This design comes from an exercise in tuning for a short achievable clock period and few clock cycles per item on the open sky130 flow, not from production work. Only simulation tests tie the RTL to the original design; equivalence was not proved. Power figures rest on the tool's default switching activity, not on a simulated workload.

Setup of v6:
Design mips_core_top, start of the top module:
module mips_core_top (
    input  logic                aclk,
    input  logic                arst_n,
    output logic [31:0]      inst_addr,
    input  logic [31:0]      inst_rdata,
    output logic                dmem_en,
    output logic                dmem_we,
    output logic [31:0]         dmem_addr,
    output logic [31:0]         dmem_wdata,
    input  logic [31:0]      dmem_rdata,
    output logic [31:0]      debug_wb_pc,
    output logic [31:0]      debug_wb_rf_wdata,
    output logic [3:0]          debug_wb_rf_wen,
    output logic [4:0]   debug_wb_rf_wnum
);
Settings: LEC_CHECK=0, ABC_CLOCK_PERIOD_IN_PS=3000, CAP_MARGIN=20, CORE_MARGIN=2, CORE_UTILIZATION=58, SLEW_MARGIN=20, SYNTH_HIERARCHICAL=1; clock period 10.0 ns.
standard.sh (not shown) runs the stock make flow with config.mk's settings and CLKGATE_MAP_FILE= SYNTH_SCRIPT=/design/flow/synth_recipe.tcl, a recipe that flattens the netlist after the stock synthesis.
==> flow/flow/run.sh <==
#!/bin/bash
# The standard layout with one change:
#  - setup repair aims well past the 10 ns clock, so the achieved period
#    keeps shrinking;
cp standard.sh standard_sh.copy.log
cp config.mk config_mk.copy.log
export SETUP_SLACK_MARGIN=7
bash standard.sh > standard.log 2>&1
Testbench counts of v6, summed over its fixed seeds: cycles 47,980, instrs 47,475.
diff inputs: v6 => v7
--- a/flow/design.v
+++ b/flow/design.v
@@ -241,16 +241,27 @@
     input  logic aclk,
     input  logic d,
     output logic q
 );
     always_ff @(posedge aclk) begin
         q <= d;
     end
 endmodule
+module out_pc_reg (
+    input  logic        aclk,
+    input  logic        arst_n,
+    input  logic [31:2] d,
+    output logic [31:2] q
+);
+    always_ff @(posedge aclk or negedge arst_n) begin
+        if (!arst_n) q <= '0;
+        else         q <= d;
+    end
+endmodule
 `timescale 1ns/1ps
 module mips_core_top (
     input  logic                aclk,
     input  logic                arst_n,
     output logic [31:0]      inst_addr,
     input  logic [31:0]      inst_rdata,
     output logic                dmem_en,
     output logic                dmem_we,
@@ -499,19 +510,22 @@
         .bt_tgt     ({bt_tgt[3], bt_tgt[2], bt_tgt[1], bt_tgt[0]}),
         .bt_hit     (bt_hit),
         .f_ub       (f_ub),
         .f_short    (f_short),
         .pc_next    (pc_next)
     );
     logic [31:2] pc_o;
     assign inst_addr = {pc_o, 2'b00};
-    always_ff @(posedge aclk) begin
-        pc_o <= arst_n ? pc_next : '0;
-    end
+    out_pc_reg u_pc_o (
+        .aclk   (aclk),
+        .arst_n (arst_n),
+        .d      (pc_next),
+        .q      (pc_o)
+    );
     always_ff @(posedge aclk or negedge arst_n) begin
         if (!arst_n) begin
             pc      <= '0;
             d_valid <= 1'b0;
             d_nseq  <= 1'b0;
             d_fub   <= 1'b0;
             d_instr <= '0;
         end else begin
==> notes.md <==
v6 -> v7: leakage dissipation decreased slightly
v7 vs v6 — multi-input combinational cell count dropped 33.
~same clock transition at the register clock pins on the worst setup and hold paths after CTS in v6 and v7
v6 has a higher net switching power of the design than v7.
met1 capacity usage during global routing on v7 is down relative to v6.
On cell area after placement, v6 and v7 are basically level.
[compare] base=v6 new=v7: global-route usage -0.17 points, total number of vias essentially unchanged.
v6 vs v7, slowest library cell on the worst path: o41ai_2 vs or4_4
Testbench counts of v7, summed over its fixed seeds: cycles 47,980, instrs 47,475.

* * *

== the baseline ==
Another version of the RTL of mips_core_top (not shown whole).
For scale: about 7,600 cells after synthesis, about 240 I/O pins, about 90,000 um2 of cells after synthesis.
Settings: LEC_CHECK=0, ABC_CLOCK_PERIOD_IN_PS=3000, CAP_MARGIN=20, CORE_MARGIN=2, CORE_UTILIZATION=58, SLEW_MARGIN=20, SYNTH_HIERARCHICAL=1; clock period 10.0 ns.
Scripts as last shown in full above: flow/flow/run.sh
The baseline completed every stage of the flow, and the final layout passed the timing, DRC and antenna checks.
Testbench counts of the baseline, summed over its fixed seeds: cycles 47,980, instrs 47,475.
Here is what was changed in the inputs of the candidate compared with the baseline.
--- a/flow/design.v
+++ b/flow/design.v
@@ -203,15 +203,17 @@
     input  logic [3:0]  e_b_m,        
     input  logic [3:0]  e_b_e,        
     input  logic        e_sub,
     input  logic [3:0]  e_r_sum,
     input  logic [3:0]  e_r_and,
     input  logic [3:0]  e_r_or,
     input  logic        e_r_slt,
-    output logic [31:0] x_res
+    input  logic        n_sub,        
+    output logic [31:0] x_res,
+    output logic [31:0] x_bx          
 );
     logic [31:0] x_a, x_bb, x_sum;
     logic [31:0] s_am, s_ae, s_bm, s_be, s_sum, s_and, s_or;
     logic [32:0] x_sum33;
     logic        x_slt;
     assign s_am  = {{8{e_a_m[3]}},   {8{e_a_m[2]}},   {8{e_a_m[1]}},   {8{e_a_m[0]}}};
     assign s_ae  = {{8{e_a_e[3]}},   {8{e_a_e[2]}},   {8{e_a_e[1]}},   {8{e_a_e[0]}}};
@@ -225,14 +227,15 @@
     assign x_sum33 = {x_a, 1'b1} + {x_bb, e_sub};
     assign x_sum   = x_sum33[32:1];
     assign x_slt = (x_a[31] == x_bb[31]) ? x_a[31] : x_sum[31];
     assign x_res = (s_sum & x_sum) |
                    (s_and & (x_a & x_bb)) |
                    (s_or  & (x_a | x_bb)) |
                    {31'd0, e_r_slt & x_slt};
+    assign x_bx  = x_res ^ {32{n_sub}};
 endmodule
 `timescale 1ns/1ps
 module out_bit_reg (
     input  logic aclk,
     input  logic d,
     output logic q
 );
@@ -298,15 +301,16 @@
     logic [4:0]  w_dst;
     logic [31:2] w_pc;
     logic [31:0] m_value;             
     logic        bt_v   [BTB_N];
     logic [31:2] bt_key [BTB_N];
     logic [31:2] bt_tgt [BTB_N];
     logic [$clog2(BTB_N)-1:0] bt_ptr;
-    logic [31:0] x_sd, x_res;
+    logic [31:0] x_sd, x_res, x_bx;
+    logic        dec_sub;             
     logic        x_eq, x_taken, x_redirect, x_kill;
     alu u_alu (
         .m_result   (m_result),
         .m_bx       (m_bx),
         .e_a        (e_a),
         .e_b        (e_b),
         .e_a_m      (c_a_m),
@@ -314,15 +318,17 @@
         .e_b_m      (c_b_m),
         .e_b_e      (c_b_e),
         .e_sub      (e_sub),
         .e_r_sum    (c_r_sum),
         .e_r_and    (c_r_and),
         .e_r_or     (c_r_or),
         .e_r_slt    (e_r_slt),
-        .x_res      (x_res)
+        .n_sub      (dec_sub),
+        .x_res      (x_res),
+        .x_bx       (x_bx)
     );
     assign x_sd = e_s_m ? m_result : e_sd;
     logic eq_me, eq_em, eq_ee;
     assign eq_me = (m_result == e_b);
     assign eq_em = (e_a == m_result);
     assign eq_ee = (e_a == e_b);
     assign x_eq = (e_a_m & e_b_m) | (e_a_m & e_b_e & eq_me) |
@@ -333,15 +339,15 @@
     logic [5:0]  op, fn;
     logic [4:0]  rs, rt, rd;
     logic [31:0] imm_s;
     logic        is_r, is_addiu, is_lui, is_lw, is_sw, is_beq, is_ub, is_cb;
     logic        r_ok, use_rs, use_rt, use_imm, dec_we;
     logic [4:0]  dec_dst;
     logic [31:0] rf_a, rf_b;
-    logic        stall, d_go, dec_sub, use_rt_x;
+    logic        stall, d_go, use_rt_x;
     logic        a_m, a_w, t_m, t_w;
     assign op    = d_instr[31:26];
     assign rs    = d_instr[25:21];
     assign rt    = d_instr[20:16];
     assign rd    = d_instr[15:11];
     assign fn    = d_instr[5:0];
     assign imm_s = {{16{d_instr[15]}}, d_instr[15:0]};
@@ -569,15 +575,15 @@
         end
     end
     always_ff @(posedge aclk) begin
         m_en     <= e_load || e_store;
         m_st     <= e_store;
         m_pc     <= e_pc;
         m_result <= x_res;
-        m_bx     <= x_res ^ {32{dec_sub}};
+        m_bx     <= x_bx;
         m_sd     <= e_s_l ? dmem_rdata : x_sd;
     end
     assign dmem_en    = m_en;
     assign dmem_we    = m_st;
     assign dmem_addr  = m_addr;
     assign dmem_wdata = m_sd;
     always_ff @(posedge aclk or negedge arst_n) begin
Results
- The number of nets at the end of the flow on the baseline is in line with that on the candidate.
- Setup WNS the baseline -> the candidate: worse
- Of the two candidates, the baseline has the worse total chip power and the candidate the better one.
- The baseline → the candidate: fraction of standard cell area that is sequential comparable; cell area after layout comparable; fraction of met1 tracks used by global routing now larger; final cell count comparable.
- The baseline and the candidate ended up with roughly the same final core utilization.
- Width of the die: the baseline vs the candidate — no meaningful difference
- Combinational power share was lower in the candidate than in the baseline.
- Going from the baseline to the candidate, the maximum frequency from static timing analysis was found to have gone down by 4.5%.
Testbench counts of the candidate, summed over its fixed seeds: cycles 47,980, instrs 47,475.

## re-timing with driven ports
How much do the figures lean on ideal ports? The routed layouts below were timed once more, with nothing changed but the port constraints. Step 1 (the two cells are an assumption about what drives the block):
set clk [get_ports {aclk}]
set_driving_cell -lib_cell sky130_fd_sc_hd__clkbuf_16 $clk
set_driving_cell -lib_cell sky130_fd_sc_hd__buf_2 [delete_from_list [all_inputs] $clk]
Step 2 also shifts input and output timing later by t, the mid clock arrival at the registers, as if the neighbouring blocks saw the same clock. a / b / c = ideal / step 1 / step 2; a / b = the first two.
| run | shift t [ns] | setup WS [ns] | hold WS [ns] |
|---|---|---|---|
| v6 | 0.933 | 6.347 / 6.373 / 5.440 | 0.314 / 0.314 / 0.314 |
| v7 | 0.923 | 6.438 / 6.414 / 5.670 | 0.322 / 0.322 / 0.322 |
| the baseline | 0.927 | 6.460 / 6.444 / 5.516 | 0.322 / 0.322 / 0.322 |
| the candidate | 0.929 | 6.293 / 6.343 / 5.414 | 0.317 / 0.317 / 0.317 |
After both steps setup and hold are still met in every run listed. For the baseline, which loses most, drivers alone change the setup slack by -0.016 ns; drivers and shift together by -0.944 ns.
